What follows belongs to an exercise in optimizing a design on an open flow for small area, a short achievable clock period and few clock cycles per item; a production flow would make more cautious choices. In this exercise RTL edits were held to simulation tests only and were not proved equivalent to the original. Power and IR drop assume default switching activity.

==> job 4650 <==
==> flow/design.v <==
module iram_sfr_ctrl #(
  parameter int ADDR_WIDTH = 8,
  parameter int DATA_WIDTH = 8,
  parameter int IRAM_DEPTH = 128,
  parameter int NUM_PORTS  = 4
) (
  input  logic                   clock,
  input  logic                   reset,
  input  logic                   req,
  input  logic                   we,
  input  logic                   is_bit,
  input  logic                   indirect,
  input  logic [ADDR_WIDTH-1:0]  addr,
  input  logic [DATA_WIDTH-1:0]  wdata,
  input  logic                   wbit,
  input  logic [NUM_PORTS*8-1:0] p_in,
  output logic                   busy,
  output logic                   rvalid,
  output logic [DATA_WIDTH-1:0]  rdata,
  output logic                   rbit,
  output logic [NUM_PORTS*8-1:0] p_out
);
  localparam int NR = 12;    
  localparam int NC = 16;    
  function automatic logic rc_is_port(input int r, input int c);
    rc_is_port = (r >= 8) && (c == 0) && ((r - 8) < 2);
  endfunction
  logic [1:0] n_r, rdy_r;
  logic       rdy_o_r;
  logic       ph_s, pol0_s, pol1_s, clr_s;
  always_ff @(posedge clock or negedge reset) begin
    if (!reset) begin
      n_r     <= 2'd0;
      rdy_r   <= 2'b00;
      rdy_o_r <= 1'b0;
    end else begin
      n_r     <= n_r + 2'd1;
      rdy_r   <= {rdy_r[0], 1'b1};
      rdy_o_r <= rdy_o_r | (n_r == 2'd1);
    end
  end
  assign ph_s   = n_r[0];
  assign pol0_s = n_r[1];
  assign pol1_s = ~(n_r[1] ^ n_r[0]);
  assign clr_s  = ~rdy_r[1];
  logic          acc_s;
  logic [6:0]    dec_idx_s;
  logic [1:0]    dec_sp_s;
  logic          dec_port_s;
  logic [7:0]    dec_pin_s;
  logic [NR-1:0] dec_row_s;
  logic [NC-1:0] dec_col_s;
  assign acc_s     = req & rdy_r[1];
  assign dec_idx_s = !is_bit ? addr[6:0] : (addr[7] ? {addr[6:3], 3'b000} : {3'b010, addr[6:3]});
  assign dec_sp_s  = !addr[7] ? 2'd0 : ((!is_bit && indirect) ? 2'd1 : 2'd2);
  assign dec_port_s = addr[7] & (is_bit | ~indirect) & ~addr[6] & ~addr[3] & (is_bit | (addr[2:0] == 3'b000));
  always_comb begin
    dec_pin_s = p_in[7:0];
    for (int k = 1; k < NUM_PORTS; k++)
      if (addr[5:4] == 2'(k)) dec_pin_s = p_in[8*k +: 8];
    for (int r = 0; r < NR; r++) dec_row_s[r] = ({dec_sp_s, dec_idx_s[6:5]} == 4'(r));
    for (int c = 0; c < NC; c++) dec_col_s[c] = (dec_idx_s[3:0] == 4'(c));
  end
  logic [NUM_PORTS*8-1:0] port_n_r, port_en_s;
  logic [7:0]             port_bit_s;
  logic                   port_wr_s;
  assign port_wr_s = acc_s & we & dec_port_s;
  always_comb begin
    for (int b = 0; b < 8; b++) port_bit_s[b] = ~is_bit | (addr[2:0] == 3'(b));
    for (int k = 0; k < NUM_PORTS; k++)
      for (int b = 0; b < 8; b++)
        port_en_s[8*k + b] = port_wr_s & (addr[5:4] == 2'(k)) & port_bit_s[b];
  end
  always_ff @(posedge clock or negedge reset) begin
    if (!reset) begin
      port_n_r <= {NUM_PORTS*8{1'b0}};
    end else begin
      for (int i = 0; i < NUM_PORTS*8; i++)
        if (port_en_s[i]) port_n_r[i] <= ~(is_bit ? wbit : wdata[i % 8]);
    end
  end
  assign p_out = ~port_n_r;
  logic          a_v, a_we, a_bit, a_port, a_wbit;
  logic [8:0]    a_id;
  logic [NR-1:0] a_row;
  logic [NC-1:0] a_col;
  logic [2:0]    a_pos;
  logic [7:0]    a_wdata, a_pin;
  logic          b_v, b_we, b_bit, b_port, b_wbit, b_pol, b_mc, b_md, b_me;
  logic [8:0]    b_id;
  logic [NR-1:0] b_row;
  logic [2:0]    b_pos;
  logic [7:0]    b_wdata, b_pin;
  logic [7:0]    b_lvl [NR];
  logic          c_v, c_we, c_bit, c_port, c_wbit;
  logic [8:0]    c_id;
  logic [2:0]    c_pos;
  logic [7:0]    c_wdata, c_byte;
  logic          d_wr, d_def;
  logic [8:0]    d_id;
  logic [7:0]    d_wd;
  logic          e_wr;
  logic [8:0]    e_id;
  logic [7:0]    e_wd;
  logic       c_wr_s, c_tap_s, d_go_s;
  logic [7:0] c_wd_s;
  assign c_wr_s  = c_v & c_we & ~c_port;
  assign c_tap_s = c_id[4] ^ ph_s;              
  always_comb begin
    c_wd_s = c_bit ? c_byte : c_wdata;
    if (c_bit) c_wd_s[c_pos] = c_wbit;
  end
  assign d_go_s = d_wr & d_def & ~(c_wr_s && c_id == d_id);
  logic [7:0]    da_s, da_sp_s, db_s;
  logic [NR-1:0] ra_s, rb_s;
  logic [NC-1:0] ca_s, cb_s;
  logic [7:0]    s0_q [NR][NC];
  logic [7:0]    s1_q [NR][NC];
  assign da_s    = clr_s ? {8{pol1_s}} : (c_wd_s ^ {8{pol1_s}});
  assign da_sp_s = clr_s ? ({5'b00000, {3{ph_s}}} ^ {8{pol1_s}}) : (c_wd_s ^ {8{pol1_s}});   
  assign db_s    = d_wd ^ {8{pol1_s}};
  always_comb begin
    for (int r = 0; r < NR; r++) begin
      ra_s[r] = (c_wr_s & c_tap_s & ({c_id[8:7], c_id[6:5]} == 4'(r))) | clr_s;
      rb_s[r] = d_go_s & ({d_id[8:7], d_id[6:5]} == 4'(r));
    end
    for (int c = 0; c < NC; c++) begin
      ca_s[c] = (c_id[3:0] == 4'(c)) | clr_s;
      cb_s[c] = (d_id[3:0] == 4'(c));
    end
  end
  for (genvar r = 0; r < NR; r++) begin : g_row
    for (genvar c = 0; c < NC; c++) begin : g_col
      if (rc_is_port(r, c)) begin : g_port
        assign s0_q[r][c] = 8'h00;
        assign s1_q[r][c] = 8'h00;
      end else begin : g_ring
        logic       ena, enb, hold;
        logic [7:0] da;
        assign ena  = ra_s[r] & ca_s[c];
        assign enb  = rb_s[r] & cb_s[c];
        assign hold = ~(ena | enb);
        assign da   = (r == 8 && c == 1) ? da_sp_s : da_s;
        for (genvar b = 0; b < 8; b++) begin : g_bit
          iram_ring_bit u_bit (
            .clock (clock),
            .ena   (ena),
            .enb   (enb),
            .hold  (hold),
            .da    (da[b]),
            .db    (db_s[b]),
            .q0    (s0_q[r][c][b]),
            .q1    (s1_q[r][c][b])
          );
        end
      end
    end
  end
  logic          a_s0_s;
  logic [NC-1:0] a_c0_s, a_c1_s;
  logic [7:0]    a_lvl_s [NR];
  assign a_s0_s = (a_id[4] == ph_s);            
  assign a_c0_s = a_col & {NC{a_s0_s}};
  assign a_c1_s = a_col & {NC{~a_s0_s}};
  always_comb begin
    for (int r = 0; r < NR; r++) begin
      a_lvl_s[r] = 8'h00;
      for (int c = 0; c < NC; c++)
        a_lvl_s[r] = a_lvl_s[r] | (s0_q[r][c] & {8{a_c0_s[c]}}) | (s1_q[r][c] & {8{a_c1_s[c]}});
    end
  end
  logic [7:0] b_raw_s, b_fwd_s;
  always_comb begin
    b_raw_s = {8{b_pol}};
    for (int r = 0; r < NR; r++) b_raw_s = b_raw_s ^ (b_lvl[r] & {8{b_row[r]}});
    if (b_mc)      b_fwd_s = c_wd_s;
    else if (b_md) b_fwd_s = d_wd;
    else if (b_me) b_fwd_s = e_wd;
    else           b_fwd_s = b_raw_s;
  end
  always_ff @(posedge clock or negedge reset) begin
    if (!reset) begin
      a_v  <= 1'b0;
      b_v  <= 1'b0;
      c_v  <= 1'b0;
      d_wr <= 1'b0;
      e_wr <= 1'b0;
    end else begin
      a_v  <= acc_s;
      b_v  <= a_v;
      c_v  <= b_v;
      d_wr <= c_wr_s;
      e_wr <= d_wr & d_def;
    end
  end
  always_ff @(posedge clock) begin
    a_we    <= we;
    a_bit   <= is_bit;
    a_port  <= dec_port_s;
    a_wbit  <= wbit;
    a_id    <= {dec_sp_s, dec_idx_s};
    a_row   <= dec_row_s;
    a_col   <= dec_col_s;
    a_pos   <= addr[2:0];
    a_wdata <= wdata;
    a_pin   <= dec_pin_s;
    b_we    <= a_we;
    b_bit   <= a_bit;
    b_port  <= a_port;
    b_wbit  <= a_wbit;
    b_id    <= a_id;
    b_row   <= a_row;
    b_pos   <= a_pos;
    b_wdata <= a_wdata;
    b_pin   <= a_pin;
    b_pol   <= a_s0_s ? pol0_s : pol1_s;
    for (int r = 0; r < NR; r++) b_lvl[r] <= a_lvl_s[r];
    b_mc    <= b_v & b_we & ~b_port & (b_id == a_id);
    b_md    <= c_wr_s & (c_id == a_id);
    b_me    <= d_wr & d_def & (d_id == a_id);
    c_we    <= b_we;
    c_bit   <= b_bit;
    c_port  <= b_port;
    c_wbit  <= b_wbit;
    c_id    <= b_id;
    c_pos   <= b_pos;
    c_wdata <= b_wdata;
    c_byte  <= b_port ? b_pin : b_fwd_s;
    d_def   <= ~c_tap_s;
    d_id    <= c_id;
    d_wd    <= c_wd_s;
    e_id    <= d_id;
    e_wd    <= d_wd;
  end
  logic       rvalid_r, rbit_r;
  logic [7:0] rdata_r;
  always_ff @(posedge clock or negedge reset) begin
    if (!reset) rvalid_r <= 1'b0;
    else        rvalid_r <= c_v & ~c_we;
  end
  always_ff @(posedge clock) begin
    rdata_r <= c_byte;
    rbit_r  <= c_byte[c_pos];
  end
  assign busy   = ~rdy_o_r;
  assign rvalid = rvalid_r;
  assign rdata  = rdata_r;
  assign rbit   = rbit_r;
endmodule
module iram_ring_bit (
  input  logic clock,
  input  logic ena,
  input  logic enb,
  input  logic hold,
  input  logic da,
  input  logic db,
  output logic q0,
  output logic q1
);
  always_ff @(posedge clock) begin
    q1 <= q0;
    q0 <= ~((da & ena) | (db & enb) | (q1 & hold));
  end
endmodule
==> flow/flow/run.sh <==
#!/bin/bash
set -euo pipefail
bash standard.sh SETUP_SLACK_MARGIN=5.7 finish > flow_standard.log 2>&1
==> flow/standard.sh <==
#!/bin/bash
# synth_recipe.tcl (not shown) runs the flow's synth.tcl, then flattens the netlist and writes it again
# the make line also repeats each setting of config.mk as NAME=value (left out here)
make -C /OpenROAD-flow-scripts/flow DESIGN_CONFIG=/design/flow/config.mk WORK_HOME=/design/flow/orfs CLKGATE_MAP_FILE= SYNTH_SCRIPT=/design/flow/synth_recipe.tcl "${@:-finish}"
==> flow/config.mk <==
export PLATFORM = sky130hd
export DESIGN_NAME = iram_sfr_ctrl
export DESIGN_NICKNAME = iram_sfr_ctrl
export VERILOG_FILES = /design/flow/design.v
export SDC_FILE = /design/flow/constraint.sdc
export NUM_CORES = 4
export LEC_CHECK = 0
export CAP_MARGIN = 20
export CORE_MARGIN = 2
export CORE_UTILIZATION = 40
export CTS_CLUSTER_DIAMETER = 100
export CTS_CLUSTER_SIZE = 20
export SLEW_MARGIN = 20
export SYNTH_HIERARCHICAL = 1
==> flow/constraint.sdc <==
create_clock -name core_clock -period 9.0 [get_ports {clock}]
set_input_delay 1.8000 -clock core_clock [delete_from_list [all_inputs] [get_ports {clock}]]
set_output_delay 1.8000 -clock core_clock [all_outputs]
set_load 0.01 [all_outputs]
==> job 4542: changes against job 4650 <==
--- a/flow/design.v
+++ b/flow/design.v
@@ -27,15 +27,12 @@
   endfunction
   logic [1:0] n_r, rdy_r;
-  logic       rdy_o_r;
   logic       ph_s, pol0_s, pol1_s, clr_s;
   always_ff @(posedge clock or negedge reset) begin
     if (!reset) begin
-      n_r     <= 2'd0;
-      rdy_r   <= 2'b00;
-      rdy_o_r <= 1'b0;
+      n_r   <= 2'd0;
+      rdy_r <= 2'b00;
     end else begin
-      n_r     <= n_r + 2'd1;
-      rdy_r   <= {rdy_r[0], 1'b1};
-      rdy_o_r <= rdy_o_r | (n_r == 2'd1);
+      n_r   <= n_r + 2'd1;
+      rdy_r <= {rdy_r[0], 1'b1};
     end
   end
@@ -243,5 +240,5 @@
     rbit_r  <= c_byte[c_pos];
   end
-  assign busy   = ~rdy_o_r;
+  assign busy   = ~rdy_r[1];
   assign rvalid = rvalid_r;
   assign rdata  = rdata_r;
CORE_UTILIZATION = 45   (was 40)
==> comparison <==
- Job 4542 finished clean. Job 4650 produced a clean layout.
- In job 4542 the combinational power is lower than in job 4650, by about 3%.
- Of job 4542 and job 4650, job 4542 has the higher setup slack (gap 0.0022 ns).
- Between job 4650 and job 4542, the lower total power is in job 4542 (gap about 1.4%, measured against job 4542).
- Of job 4650 and job 4542, job 4650 has the higher synthesized area (gap 0.26%, measured against job 4542).
- In maximum frequency, job 4542 and job 4650 hardly differ.
- Of job 4542 and job 4650, job 4650 has the higher cell count (gap about 2.8%, measured against job 4650).
- In job 4650 the clock-buffer cell count is higher than in job 4542, by 7.
- Between job 4650 and job 4542, the lower utilization is in job 4650 (gap 5.6 points).
==> figures <==
metric	job 4650	job 4542
Number of gates on the worst path with buffers counted	8	4
Relative contribution of sequential cells to total power	57.5%	57.9%
Effective utilization at floorplan	40.3%	45.3%
Share of Yosys cell area claimed by the top area cell type	61.2%	61.4%
Clock network power	8930 uW	8760 uW
Design Area, Final	123000 sq um	122000 sq um
Run status	timing/DRC/antenna clean	timing/DRC/antenna clean
Die ar.	275000 sq um	244000 sq um
Non-clk buf share	4.03%	4.13%
Row count	190	179
Minimum period implied by the final worst setup slack	3.52 ns	3.51 ns
Net Sw Frac	30.8%	30.4%
# nets final	9135	9164
Worst hold slack	0.309 ns	0.316 ns
Logic gate share of total power	16.4%	16.1%
Hold Crit Endpoint	g_row[8].g_col[3].g_ring.g_bit[5].u_bit.q1$_DFF_P_	c_pos[0]$_DFF_P_
Clock skew	0.0801 ns	0.0380 ns
Fraction of area in multi-input gates	33.1%	33.2%
Testbench counts of job 4650, summed over its fixed seeds: cycles 320,020, items 320,000.
Testbench counts of job 4542, summed over its fixed seeds: cycles 320,020, items 320,000.

==> separate check: timing with driven ports <==
In the flow no input, the clock included, has a driving cell. The finished layouts below were timed again as built, in two steps. Step 1: set_driving_cell puts a clkbuf_16 on clock and a buf_2 on each other input, an assumption about the parent block. Step 2, shift: input delay + t, output delay - t, t = (earliest + latest rising clock arrival at the registers) / 2. This alone moves slack from input paths to output paths. a / b / c = ideal / step 1 / step 2; a / b = the first two.
run | t (ns) | setup slack, ns | worst setup path after step 2 | worst data-port slew with drivers (ns) | pins driven straight from the clock port
job 4650 | 1.021 | 5.484 / 5.484 / 4.946 | input to register | 0.07 | 1
job 4542 | 0.992 | 5.486 / 5.373 / 4.860 | input to register | 0.06 | 1
After both steps setup and hold are still met in every run listed. For job 4542, which loses most, drivers alone change the setup slack by -0.113 ns; drivers and shift together by -0.626 ns.
